Context: an optimization exercise on an open-source flow, tuned for small area. The choices shown serve that exercise and are no tape-out recipe. At most, simulation tests tie the RTL to the original design; equivalence was not proved. No activity file was given, so power comes from the tool's default toggle rates.

Setup of JK:
// gpio_top
module gpio_top
(
   input  logic                          PCLK,
   input  logic                          PRESETN,
   input  logic                          psel_i,
   input  logic                          penable_i,
   input  logic                          pwrite_i,
   input  logic [gpio_pkg::ADDR_W-1:0]   paddr_i,
   input  logic [gpio_pkg::DATA_W-1:0]   pwdata_i,
   input  gpio_pkg::pins_t               gpio_in_i,
   output logic [gpio_pkg::DATA_W-1:0]   prdata_o,
   output logic                          pready_o,
   output logic                          pslverr_o,
   output gpio_pkg::pins_t               gpio_out_o,
   output gpio_pkg::pins_t               gpio_oe_o,
   output gpio_pkg::pins_t               int_o,
   output logic                          int_or_o
);
   logic [7:0]   cfg_q [32];
   logic [31:0]  gpout_q;
   logic [31:0]  irq_n_q;
   logic [31:0]  irq_q;
   logic [31:0]  flag_n_q;
   logic [31:0]  s2;
   logic [31:0]  s3;
  ...
clock: 10.0 ns
lec_check: 0
abc_area: 1
cap_margin: 0
core_margin: 2
core_utilization: 60
slew_margin: 0
standard.sh (not shown) runs the stock make flow with config.mk's settings and CLKGATE_MAP_FILE= SYNTH_SCRIPT=/design/flow/synth_recipe.tcl, a recipe that flattens the netlist after the stock synthesis.
==> flow/flow/run.sh <==
#!/bin/bash
# Standard ORFS layout (standard.sh) with these changes:
#  - synthesis maps the logic with flow/abc_area.script (ABC_AREA=1 picks it up);
#    the rest of synthesis is the standard script, so the registers are the same
#  - after synthesis, flow/mux_a22o.py rewrites 2:1 muxes that share a select as
#    and-or cells with one shared inverter (combinational cells only)
#  - ports are buffered with the smallest buffer (buf_1)
#  - clock tree: larger sink clusters, no dummy loads (flow/cts_args)
set -euo pipefail
W=$(pwd)
R=$W/orfs/results/sky130hd/gpio_top/base
rm -rf "$W/scripts_alt"
cp -r "$FLOW_HOME/scripts" "$W/scripts_alt"
cp "$W/flow/abc_area.script" "$W/scripts_alt/abc_area.script"
bash standard.sh "SCRIPTS_DIR=$W/scripts_alt" synth > "$W/synth.log" 2>&1
cp "$R/1_2_yosys.v" "$W/1_2_yosys_abc.v"
python3 "$W/flow/mux_a22o.py" "$W/1_2_yosys_abc.v" "$R/1_2_yosys.v" > "$W/mux_a22o.log" 2>&1
rm -f "$R/1_synth.odb" "$R/1_synth.sdc"
bash standard.sh synth > "$W/synth_odb.log" 2>&1
bash standard.sh "BUFFER_PORTS_ARGS=-buffer_cell sky130_fd_sc_hd__buf_1" \
   "CTS_ARGS=$(cat "$W/flow/cts_args")" finish > "$W/layout.log" 2>&1
test -f "$W/out/final.def"
==> flow/flow/cts_args <==
-sink_clustering_enable -repair_clock_nets -dont_use_dummy_load -buf_list sky130_fd_sc_hd__clkbuf_16 -sink_clustering_size 26 -sink_clustering_max_diameter 100
Other scripts of this flow, unchanged in this note and not shown: flow/flow/abc_area.script, flow/flow/mux_a22o.py
### JK -> MS
==> flow/flow/cts_args <==
-sink_clustering_enable -repair_clock_nets -dont_use_dummy_load -buf_list sky130_fd_sc_hd__clkbuf_16 -sink_clustering_size 24 -sink_clustering_max_diameter 100
### Flow results
MS and JK ended up with roughly the same mean routed wirelength per cell.
JK and MS ended up with nearly the same total routed wirelength.
Sequential share of layout area across JK and MS: no real change.
The synthesis-to-finish area growth of MS and that of JK are within noise of each other.
Per the comparison of MS with JK, clock power picked up an extra 2.7%; data required time at the worst endpoint flat; global-route wire length before repair grew by 0.47%.
Between JK and MS, overall via count from detail_route increased.
### MS -> AL
# MS
export LEC_CHECK = 0
export ABC_AREA = 1
export CAP_MARGIN = 0
export CORE_MARGIN = 2
export CORE_UTILIZATION = 60
export SLEW_MARGIN = 0
create_clock -name core_clock -period 10.0 [get_ports {PCLK}]
# AL
export LEC_CHECK = 0
export ABC_AREA = 1
export CAP_MARGIN = 0
export CORE_MARGIN = 2
export CORE_UTILIZATION = 70
export SLEW_MARGIN = 0
create_clock -name core_clock -period 10.0 [get_ports {PCLK}]
--- outcome ---
- Total design power across AL and MS: no real change.
- Half-perimeter wire length after placement of AL falls short of that of MS slightly.
- Measured against each other, AL and MS differ in actual transition at the worst max-transition pin, the higher figure coming from MS.
- Path depth of the worst reg2reg path came out exactly the same in AL and MS.
- Route | AL vs MS | wire longer in AL
- Looking only at vertical extent of the die, and setting everything else aside, the lower value of AL and MS goes to AL.
- Taking MS as the reference, in AL maximum single-stage delay on the critical path rose 0.11 ns; net switching power figure comparable.
- First-pass GRT wire length in AL is 2.1% above MS.
- | worst slew slack as a fraction of its limit | AL vs MS | better |

Another version of the RTL of gpio_top (not shown whole).
For scale: ~210 I/O pins.
clock: 10.0 ns
lec_check: 0
abc_area: 1
cap_margin: 0
core_margin: 2
core_utilization: 60
slew_margin: 0
==> flow/flow/cts_args <==
-sink_clustering_enable -repair_clock_nets -dont_use_dummy_load -buf_list sky130_fd_sc_hd__clkbuf_16 -sink_clustering_size 30 -sink_clustering_max_diameter 80
Scripts as last shown in full above: flow/flow/run.sh
Other scripts of this flow, unchanged in this note and not shown: flow/flow/abc_area.script, flow/flow/mux_a22o.py
The starting point passed the timing, DRC and antenna checks.
Edit:
==> flow/flow/cts_args (replaced) <==
-sink_clustering_enable -repair_clock_nets -dont_use_dummy_load -buf_list sky130_fd_sc_hd__clkbuf_16 -sink_clustering_size 24 -sink_clustering_max_diameter 100
CORE_UTILIZATION = 70   (was 60)
Outcome:
- critical path depth is unchanged
- synthesized cell count does not change
- wire length goes up by 2.4%
- sequential share of layout area goes up by 0.20 points
- hold slack gains 0.026 ns
- area after synthesis stays the same
- global-route usage goes up by 7.8 points
- power goes up by 0.36%
- setup slack gains 0.23 ns
No run of this note included a check of the RTL's function; only the layout flow was run.

== lagoon ==
The RTL this note starts from:
==> flow/design.v <==
package gpio_pkg;
   localparam int NUM_PINS = 32;
   localparam int DATA_W   = 32;
   localparam int ADDR_W   = 8;
   typedef logic [NUM_PINS-1:0] pins_t;
   function automatic logic [2:0] type_enc(input logic [2:0] t);
      case (t)
         3'd0:    type_enc = 3'b000;
         3'd1:    type_enc = 3'b001;
         3'd2:    type_enc = 3'b100;
         3'd3:    type_enc = 3'b010;
         3'd4:    type_enc = 3'b110;
         3'd5:    type_enc = 3'b101;
         3'd6:    type_enc = 3'b011;
         default: type_enc = 3'b111;
      endcase
   endfunction
   function automatic logic [2:0] type_dec(input logic [2:0] e);
      case (e)
         3'b000:  type_dec = 3'd0;
         3'b001:  type_dec = 3'd1;
         3'b100:  type_dec = 3'd2;
         3'b010:  type_dec = 3'd3;
         3'b110:  type_dec = 3'd4;
         3'b101:  type_dec = 3'd5;
         3'b011:  type_dec = 3'd6;
         default: type_dec = 3'd7;
      endcase
   endfunction
endpackage
`timescale 1ns/1ps
module gpio_in_sync
(
   input  logic        PCLK,
   input  logic        PRESETN,
   input  logic [31:0] gpio_in_i,
   output logic [31:0] s2_o,
   output logic [31:0] s3_o
);
   logic [31:0] stage1_q;
   logic [31:0] stage2_q;
   logic [31:0] stage3_q;
   always_ff @(posedge PCLK or negedge PRESETN)
   begin
      if (!PRESETN)
         stage1_q <= '0;
      else
         stage1_q <= gpio_in_i;
   end
   always_ff @(posedge PCLK)
   begin
      stage2_q <= stage1_q;
      stage3_q <= stage2_q;
   end
   assign s2_o = stage2_q;
   assign s3_o = stage3_q;
endmodule
`timescale 1ns/1ps
module gpio_top
(
   input  logic                          PCLK,
   input  logic                          PRESETN,
   input  logic                          psel_i,
   input  logic                          penable_i,
   input  logic                          pwrite_i,
   input  logic [gpio_pkg::ADDR_W-1:0]   paddr_i,
   input  logic [gpio_pkg::DATA_W-1:0]   pwdata_i,
   input  gpio_pkg::pins_t               gpio_in_i,
   output logic [gpio_pkg::DATA_W-1:0]   prdata_o,
   output logic                          pready_o,
   output logic                          pslverr_o,
   output gpio_pkg::pins_t               gpio_out_o,
   output gpio_pkg::pins_t               gpio_oe_o,
   output gpio_pkg::pins_t               int_o,
   output logic                          int_or_o
);
   logic [7:0]   cfg_q [32];
   logic [31:0]  gpout_q;
   logic [31:0]  gpout_d_q;
   logic         gpout_vld_q;
   logic         gpout_we;
   logic [31:0]  irq_d_q;
   logic         irq_vld_q;
   logic [31:0]  irq_q;
   logic [31:0]  flag_n_q;
   logic [31:0]  s2;
   logic [31:0]  s3;
   logic         wr_en;
   logic         cfg_hit;
   logic [31:0]  pin_sel;
   logic [31:0]  cfg_we;
   logic [7:0]   wcfg;
   logic [7:0]   cfg_rd;
   logic         type_chg;
   logic         irq_wr;
   logic         irq_clr_any;
   logic [31:0]  lvl_int;
   logic [31:0]  set;
   logic [31:0]  gpin;
   assign irq_q = irq_d_q & {32{irq_vld_q}};
   assign pready_o  = 1'b1;
   assign pslverr_o = 1'b0;
   gpio_in_sync i_gpio_in_sync
   (
      .PCLK       (PCLK),
      .PRESETN    (PRESETN),
      .gpio_in_i  (gpio_in_i),
      .s2_o       (s2),
      .s3_o       (s3)
   );
   assign wr_en   = psel_i & penable_i & pwrite_i;
   assign cfg_hit = (paddr_i <= 8'h7C);
   always_comb
      for (int i = 0; i < 32; i++)
      begin
         pin_sel[i] = cfg_hit & (paddr_i[6:2] == 5'(i));
         cfg_we[i]  = wr_en & pin_sel[i];
      end
   assign wcfg = {gpio_pkg::type_enc(pwdata_i[7:5]), pwdata_i[4:0]};
   always_ff @(posedge PCLK or negedge PRESETN)
      if (!PRESETN)
         for (int i = 0; i < 32; i++)
            cfg_q[i] <= '0;
      else
         for (int i = 0; i < 32; i++)
            if (cfg_we[i])
               cfg_q[i] <= wcfg;
   always_ff @(posedge PCLK)
      if (gpout_we)
         gpout_d_q <= pwdata_i;
   always_ff @(posedge PCLK or negedge PRESETN)
      if (!PRESETN)
         gpout_vld_q <= 1'b0;
      else if (gpout_we)
         gpout_vld_q <= 1'b1;
   assign gpout_q = gpout_d_q & {32{gpout_vld_q}};
   always_comb
   begin
      cfg_rd = '0;
      for (int i = 0; i < 32; i++)
         cfg_rd = cfg_rd | (pin_sel[i] ? cfg_q[i] : 8'h00);
   end
   assign type_chg = ~wcfg[3] | wcfg[5] | (wcfg[7:6] != cfg_rd[7:6]);
   assign irq_wr      = wr_en & (paddr_i == 8'h80);
   assign gpout_we    = wr_en & (paddr_i == 8'hA0);
   assign irq_clr_any = irq_wr & (|pwdata_i);
   always_comb
      for (int i = 0; i < 32; i++)
      begin
         lvl_int[i] = ~cfg_q[i][7] & ~cfg_q[i][6] & (s3[i] ^ cfg_q[i][5]);
         set[i]     = cfg_q[i][3] & ~cfg_q[i][5] &
                      ((cfg_q[i][7] & s2[i] & ~s3[i]) | (cfg_q[i][6] & ~s2[i] & s3[i]));
         int_o[i]   = cfg_q[i][3] & (~flag_n_q[i] | lvl_int[i]);
         gpio_out_o[i] = gpout_q[i] & cfg_q[i][0];
         gpio_oe_o[i]  = cfg_q[i][2] & cfg_q[i][0];
         gpin[i]       = s3[i] & cfg_q[i][1];
      end
   assign int_or_o = |int_o;
   always_ff @(posedge PCLK)
      for (int i = 0; i < 32; i++)
         flag_n_q[i] <= ~(cfg_q[i][3] & ~(cfg_we[i] & type_chg) &
                          (set[i] | (~flag_n_q[i] & ~(irq_wr & pwdata_i[i]))));
   always_ff @(posedge PCLK)
      if (irq_clr_any)
         irq_d_q <= irq_q & ~pwdata_i;
      else
         irq_d_q <= int_o;
   always_ff @(posedge PCLK or negedge PRESETN)
      if (!PRESETN)
         irq_vld_q <= 1'b0;
      else if (!irq_clr_any)
         irq_vld_q <= 1'b1;
   always_comb
   begin
      prdata_o = {24'h0, cfg_rd[4:0]} | {24'h0, gpio_pkg::type_dec(cfg_rd[7:5]), 5'h0};
      case (paddr_i)
         8'h80:   prdata_o = irq_q;
         8'h90:   prdata_o = gpin;
         8'hA0:   prdata_o = gpout_q;
         default: ;
      endcase
   end
endmodule
export LEC_CHECK = 0
export ABC_AREA = 1
export CAP_MARGIN = 0
export CORE_MARGIN = 2
export CORE_UTILIZATION = 60
export SLEW_MARGIN = 0
create_clock -name core_clock -period 10.0 [get_ports {PCLK}]
Scripts as last shown in full above: flow/flow/run.sh
Other scripts of this flow, unchanged in this note and not shown: flow/flow/abc_area.script, flow/flow/cts_args, flow/flow/mux_a22o.py
lagoon: full flow OK, the timing, DRC and antenna checks passed
Setup changes, lagoon to onyx
--- a/flow/config.mk
+++ b/flow/config.mk
@@ -11,2 +11,3 @@
 export CORE_UTILIZATION = 60
+export PLACE_DENSITY = 0.8
 export SLEW_MARGIN = 0
## What came out
| combinational power share | lower: lagoon |. When onyx is measured against lagoon, its setup slack of the critical path after layout turns out 0.37 ns lower. onyx vs. lagoon: power held, number of global-route vias before repair rose by about 2.5%, first-pass GRT wire length grew by about 3.5%, critical path depth fell by 1, fmax lost about 5%. In terms of sequential power share, onyx and lagoon differ only marginally. On final design area excluding fillers, onyx tracks lagoon almost exactly. Part of the total power dissipated in the clock network is lower on onyx.

[separate check: timing with driven ports]
Ports are ideal in the flow. The routed layouts listed here were re-timed in OpenROAD. Step 1 assumes that a clkbuf_16 drives the clock port and a buf_2 every other input. Step 2 also shifts input and output timing later by t, the mid clock arrival at the registers, as if the neighbouring blocks saw the same clock. Slacks: ideal / step 1 / step 2; pairs: ideal / step 1.
run	t (ns)	slack for setup (ns)	clock arrival spread, ns	worst data-port slew with drivers (ns)	pins driven straight from the clock port
JK	0.598	2.710 / 2.680 / 2.680	0.041 / 0.040	0.07	1
MS	0.605	2.687 / 2.661 / 2.661	0.029 / 0.029	0.08	1
AL	0.601	2.653 / 2.626 / 2.626	0.032 / 0.031	0.05	1
the first run of note 2	0.579	2.225 / 2.162 / 2.162	0.084 / 0.084	0.06	1
the second run of note 2	0.605	2.460 / 2.404 / 2.404	0.035 / 0.034	0.07	1
lagoon	0.595	2.741 / 2.645 / 2.645	0.071 / 0.071	0.09	1
onyx	0.594	2.371 / 2.347 / 2.347	0.057 / 0.056	0.06	1
After both steps setup and hold are still met in every run listed. The setup slack of lagoon, which loses most, moves by -0.096 ns with the drivers and by -0.096 ns with both steps.
